What follows belongs to an exercise in optimizing a design on an open flow for small area, a short achievable clock period and few clock cycles per item; a production flow would make more cautious choices. In this exercise RTL edits were held to simulation tests only and were not proved equivalent to the original. Power figures rest on the tool's default switching activity, not on a simulated workload.

==> flow/design.v <==
package smt_pkg;
  localparam int CAPACITY = 16;
  localparam int KEY_BITS = 32;
  localparam int IDX_W = $clog2(CAPACITY);
  localparam int CNT_W = $clog2(CAPACITY + 1);
  localparam int COUNT_OUT_W = 5;
  localparam int REQ_W = 2;
  localparam int IN_DATA_W = ((KEY_BITS + 7) / 8) * 8;
  localparam int OUT_DATA_W = 8;
  localparam logic [REQ_W-1:0] REQ_LOOKUP = 2'd0;
  localparam logic [REQ_W-1:0] REQ_INSERT = 2'd1;
  localparam logic [REQ_W-1:0] REQ_REMOVE = 2'd2;
  typedef enum logic [1:0] {
    ST_IDLE,
    ST_MATCH,
    ST_UPDATE
  } state_t;
  typedef struct packed {
    logic load;
    logic match;
    logic commit;
  } cmd_t;
endpackage
module smt_ctrl (
  input  logic          clk,
  input  logic          rst_n,
  input  logic          in_tvalid,
  output logic          in_tready,
  input  logic          out_tvalid,
  input  logic          out_tready,
  output smt_pkg::cmd_t cmd
);
  logic [1:0] held_r, held_nxt;
  logic       pop;
  logic       ready_any_r;     
  logic       ready_pop_r;     
  assign pop        = out_tvalid && out_tready;
  assign in_tready  = ready_any_r || (ready_pop_r && out_tready);
  assign cmd.load   = in_tvalid && in_tready;
  assign cmd.match  = 1'b0;
  assign cmd.commit = 1'b0;
  assign held_nxt = held_r + {1'b0, cmd.load} - {1'b0, pop};
  always_ff @(posedge clk) begin
    if (!rst_n) begin
      held_r      <= '0;
      ready_any_r <= 1'b1;
      ready_pop_r <= 1'b0;
    end else begin
      held_r      <= held_nxt;
      ready_any_r <= held_nxt <= 2'd1;
      ready_pop_r <= held_nxt == 2'd2;
    end
  end
endmodule
module smt_dpath (
  input  logic                            clk,
  input  logic                            rst_n,
  input  smt_pkg::cmd_t                   cmd,
  input  logic                            out_tready,
  input  logic [smt_pkg::REQ_W-1:0]       req_in,
  input  logic [smt_pkg::KEY_BITS-1:0]    key_in,
  output logic                            out_tvalid,
  output logic                            was_present,
  output logic [smt_pkg::COUNT_OUT_W-1:0] entry_count,
  output logic                            dropped
);
  localparam int CAP = smt_pkg::CAPACITY;
  logic [smt_pkg::KEY_BITS-1:0] store_r [CAP];
  logic [CAP-1:0]               valid_r;
  logic [CAP-1:0]               free_r;       
  logic [CAP-1:0]               free_nxt;     
  logic [CAP-1:0]               free_keep;    
  logic [smt_pkg::CNT_W-1:0]    count_r, count_nxt, count_hit, count_miss;
  logic [CAP-1:0]               cmp_match;
  logic                         cmp_same;
  logic                         upd_valid_r;
  logic [smt_pkg::KEY_BITS-1:0] upd_key_r;
  logic [smt_pkg::REQ_W-1:0]    upd_req_r;
  logic [CAP-1:0]               upd_match_r;
  logic [CAP-1:0]               match;
  logic                         hit, full, is_ins, is_rem, ins_ok, rem_ok, ins_new;
  localparam int RES_W = 1 + smt_pkg::COUNT_OUT_W + 1;
  logic [RES_W-1:0] res;
  logic [RES_W-1:0] out_r, spare_r;
  logic             out_valid_r, spare_valid_r;
  logic             pop;
  assign cmp_same = (upd_key_r == key_in);
  always_comb begin
    for (int i = 0; i < CAP; i++) begin
      cmp_match[i] = (valid_r[i] && (store_r[i] == key_in)) || (free_r[i] && cmp_same);
    end
  end
  always_ff @(posedge clk) begin
    upd_key_r   <= key_in;
    upd_req_r   <= req_in;
    upd_match_r <= cmp_match;
  end
  always_ff @(posedge clk) begin
    if (!rst_n) begin
      upd_valid_r <= 1'b0;
    end else begin
      upd_valid_r <= cmd.load;
    end
  end
  always_comb begin
    for (int i = 0; i < CAP; i++) begin
      match[i] = valid_r[i] && upd_match_r[i];
    end
  end
  assign hit    = |match;
  assign full   = count_r[smt_pkg::IDX_W];
  assign is_ins = (upd_req_r == smt_pkg::REQ_INSERT);
  assign is_rem = (upd_req_r == smt_pkg::REQ_REMOVE);
  assign ins_ok = upd_valid_r && is_ins && !full;
  assign rem_ok = upd_valid_r && is_rem;
  assign count_hit  = rem_ok ? count_r - 1'b1 : count_r;
  assign count_miss = ins_ok ? count_r + 1'b1 : count_r;
  assign count_nxt  = hit ? count_hit : count_miss;
  always_comb begin
    for (int i = 0; i < CAP; i++) begin
      free_nxt[i] = !(valid_r[i] || free_r[i]) &&
                    (((valid_r | free_r) & ~({CAP{1'b1}} << i)) == ~({CAP{1'b1}} << i));
    end
  end
  assign ins_new = ins_ok && !hit;
  always_comb begin
    for (int i = 0; i < CAP; i++) begin
      free_keep[i] = free_r[i] || (rem_ok && full && match[i]);
    end
  end
  always_ff @(posedge clk) begin
    if (!rst_n) begin
      count_r <= '0;
      valid_r <= '0;
      free_r  <= CAP'(1);
    end else begin
      count_r <= count_nxt;
      for (int i = 0; i < CAP; i++) begin
        valid_r[i] <= (valid_r[i] && !(rem_ok && match[i])) || (ins_new && free_r[i]);
      end
      free_r <= ins_new ? free_nxt : free_keep;
    end
  end
  always_ff @(posedge clk) begin
    for (int i = 0; i < CAP; i++) begin
      if (free_r[i]) begin
        store_r[i] <= upd_key_r;
      end
    end
  end
  assign res = {is_ins && full && !hit, count_nxt, hit};
  assign pop = out_valid_r && out_tready;
  always_ff @(posedge clk) begin
    if (!rst_n) begin
      out_valid_r   <= 1'b0;
      spare_valid_r <= 1'b0;
    end else begin
      out_valid_r   <= upd_valid_r || spare_valid_r || (out_valid_r && !out_tready);
      spare_valid_r <= spare_valid_r ? (!pop || upd_valid_r) : (upd_valid_r && out_valid_r && !pop);
    end
  end
  always_ff @(posedge clk) begin
    if (pop && spare_valid_r) begin
      out_r <= spare_r;
    end else if (upd_valid_r && (pop || !out_valid_r)) begin
      out_r <= res;
    end
    if (upd_valid_r) begin
      spare_r <= res;
    end
  end
  assign out_tvalid  = out_valid_r;
  assign was_present = out_r[0];
  assign entry_count = out_r[smt_pkg::COUNT_OUT_W:1];
  assign dropped     = out_r[RES_W-1];
endmodule
module set_membership_table_top (
  input  logic                           clk,
  input  logic                           rst_n,
  input  logic                           in_tvalid,
  output logic                           in_tready,
  input  logic [smt_pkg::IN_DATA_W-1:0]  in_tdata,   
  input  logic [smt_pkg::REQ_W-1:0]      in_tuser,   
  output logic                           out_tvalid,
  input  logic                           out_tready,
  output logic [smt_pkg::OUT_DATA_W-1:0] out_tdata   
);
  smt_pkg::cmd_t                   cmd;
  logic                            was_present;
  logic [smt_pkg::COUNT_OUT_W-1:0] entry_count;
  logic                            dropped;
  smt_ctrl u_ctrl (
    .clk        (clk),
    .rst_n      (rst_n),
    .in_tvalid  (in_tvalid),
    .in_tready  (in_tready),
    .out_tvalid (out_tvalid),
    .out_tready (out_tready),
    .cmd        (cmd)
  );
  smt_dpath u_dpath (
    .clk         (clk),
    .rst_n       (rst_n),
    .cmd         (cmd),
    .out_tready  (out_tready),
    .req_in      (in_tuser),
    .key_in      (in_tdata[smt_pkg::KEY_BITS-1:0]),
    .out_tvalid  (out_tvalid),
    .was_present (was_present),
    .entry_count (entry_count),
    .dropped     (dropped)
  );
  assign out_tdata = {1'b0, dropped, entry_count, was_present};
endmodule
export LEC_CHECK = 0
export ABC_CLOCK_PERIOD_IN_PS = 1800
export CAP_MARGIN = 20
export CORE_MARGIN = 2
export CORE_UTILIZATION = 40
export PLACE_DENSITY = 0.6
export SETUP_SLACK_MARGIN = 1.4
export SLEW_MARGIN = 20
create_clock -name core_clock -period 3.4 [get_ports {clk}]
standard.sh (not shown) runs the stock make flow with config.mk's settings and CLKGATE_MAP_FILE= SYNTH_SCRIPT=/design/flow/synth_recipe.tcl, a recipe that flattens the netlist after the stock synthesis.
==> flow/flow/run.sh <==
#!/bin/bash
# The standard ORFS flow, run in two parts:
#  1. synthesis exactly as standard.sh makes it;
#  2. floorplan to final layout with two changes:
#     - the clock tree is built with larger sink clusters and without the
#       dummy loads CTS adds to balance it;
#     - delay cells are kept out of port buffering and timing repair, so the
#       port buffers are plain buffers (flow/dont_use.tcl, run before each
#       OpenROAD step).
# Each part's full output goes to its own log file in this folder; ORFS's
# per-step logs stay under orfs/logs/.
set -euo pipefail
W=$(pwd)

bash standard.sh synth > "$W/flow_synth.log" 2>&1

export CTS_ARGS="-sink_clustering_enable -repair_clock_nets -dont_use_dummy_load -sink_clustering_size 30 -sink_clustering_max_diameter 60"
for step in FLOORPLAN GLOBAL_PLACE_SKIP_IO IO_PLACEMENT GLOBAL_PLACE RESIZE DETAIL_PLACE REPAIR_TIMING_POST_PLACE CTS GLOBAL_ROUTE DETAIL_ROUTE FILLCELL; do
  export PRE_${step}_TCL="$W/flow/dont_use.tcl"
done

bash standard.sh > "$W/flow_layout.log" 2>&1
==> flow/flow/dont_use.tcl <==
# Keep delay cells out of port buffering and timing repair.
set_dont_use [get_lib_cells {sky130_fd_sc_hd__dlygate* sky130_fd_sc_hd__clkdlybuf*}]
Testbench counts at the start, summed over its fixed seeds: cycles 12,016, items 12,000.
Then changed:
--- a/flow/design.v
+++ b/flow/design.v
@@ -79,12 +79,14 @@
   logic [CAP-1:0]               upd_match_r;
   logic [CAP-1:0]               match;
   logic                         hit, full, is_ins, is_rem, ins_ok, rem_ok, ins_new;
   localparam int RES_W = 1 + smt_pkg::COUNT_OUT_W + 1;
   logic [RES_W-1:0] res;
-  logic [RES_W-1:0] out_r, spare_r;
-  logic             out_valid_r, spare_valid_r;
+  logic [RES_W-1:0] res_r [2];
+  logic             wr_sel_r, rd_sel_r;    
+  logic [1:0]       res_count_r;           
+  logic             out_valid_r;
   logic             pop;
   assign cmp_same = (upd_key_r == key_in);
   always_comb begin
     for (int i = 0; i < CAP; i++) begin
       cmp_match[i] = (valid_r[i] && (store_r[i] == key_in)) || (free_r[i] && cmp_same);
@@ -150,31 +152,32 @@
   end
   assign res = {is_ins && full && !hit, count_nxt, hit};
   assign pop = out_valid_r && out_tready;
   always_ff @(posedge clk) begin
     if (!rst_n) begin
-      out_valid_r   <= 1'b0;
-      spare_valid_r <= 1'b0;
-    end else begin
-      out_valid_r   <= upd_valid_r || spare_valid_r || (out_valid_r && !out_tready);
-      spare_valid_r <= spare_valid_r ? (!pop || upd_valid_r) : (upd_valid_r && out_valid_r && !pop);
-    end
-  end
-  always_ff @(posedge clk) begin
-    if (pop && spare_valid_r) begin
-      out_r <= spare_r;
-    end else if (upd_valid_r && (pop || !out_valid_r)) begin
-      out_r <= res;
-    end
-    if (upd_valid_r) begin
-      spare_r <= res;
+      wr_sel_r    <= 1'b0;
+      rd_sel_r    <= 1'b0;
+      res_count_r <= '0;
+      out_valid_r <= 1'b0;
+    end else begin
+      wr_sel_r    <= wr_sel_r ^ upd_valid_r;
+      rd_sel_r    <= rd_sel_r ^ pop;
+      res_count_r <= res_count_r + {1'b0, upd_valid_r} - {1'b0, pop};
+      out_valid_r <= (res_count_r + {1'b0, upd_valid_r} - {1'b0, pop}) != 2'd0;
+    end
+  end
+  always_ff @(posedge clk) begin
+    for (int j = 0; j < 2; j++) begin
+      if (upd_valid_r && wr_sel_r == 1'(j)) begin
+        res_r[j] <= res;
+      end
     end
   end
   assign out_tvalid  = out_valid_r;
-  assign was_present = out_r[0];
-  assign entry_count = out_r[smt_pkg::COUNT_OUT_W:1];
-  assign dropped     = out_r[RES_W-1];
+  assign was_present = res_r[rd_sel_r][0];
+  assign entry_count = res_r[rd_sel_r][smt_pkg::COUNT_OUT_W:1];
+  assign dropped     = res_r[rd_sel_r][RES_W-1];
 endmodule
 module set_membership_table_top (
   input  logic                           clk,
   input  logic                           rst_n,
   input  logic                           in_tvalid,
The changed run passed the timing, DRC and antenna checks.
Routed wire length falls by about 1.1%.
Setup slack loses 0.024 ns.
Global-route usage came out lower by 0.17 points.
Non-clock buffer count decreases by 23.
Die area barely changes.
Core utilization fell by 0.22 points.
Combinational power goes up by 30%.
Power rises by about 4.3%.
Critical path depth decreases by 6.
Sequential share of layout area rises by 0.35 points.
Clock power is about the same.
Area after synthesis hardly moves.
Testbench counts after the change, summed over its fixed seeds: cycles 12,016, items 12,000.

-- separate check: timing with driven ports --
In the flow no input, the clock included, has a driving cell. The finished layouts below were timed again as built, in two steps. Step 1: set_driving_cell puts a clkbuf_16 on clk and a buf_2 on each other input, an assumption about the parent block. Step 2 also shifts input and output timing later by t, the mid clock arrival at the registers, as if the neighbouring blocks saw the same clock. Three values: ideal, step 1, step 2; two values: the first two.
run | shift t [ns] | setup slack, ns | latest minus earliest clock arrival (ns) | cell pins on the clock port's net
the first run | 0.634 | 1.298 / 1.298 / 0.767 | 0.074 / 0.074 | 1
the second run | 0.623 | 1.273 / 1.213 / 0.748 | 0.098 / 0.098 | 1
After both steps every run listed still meets setup and hold. For the first run, which loses most, drivers alone change the setup slack by 0.000 ns; drivers and shift together by -0.531 ns.
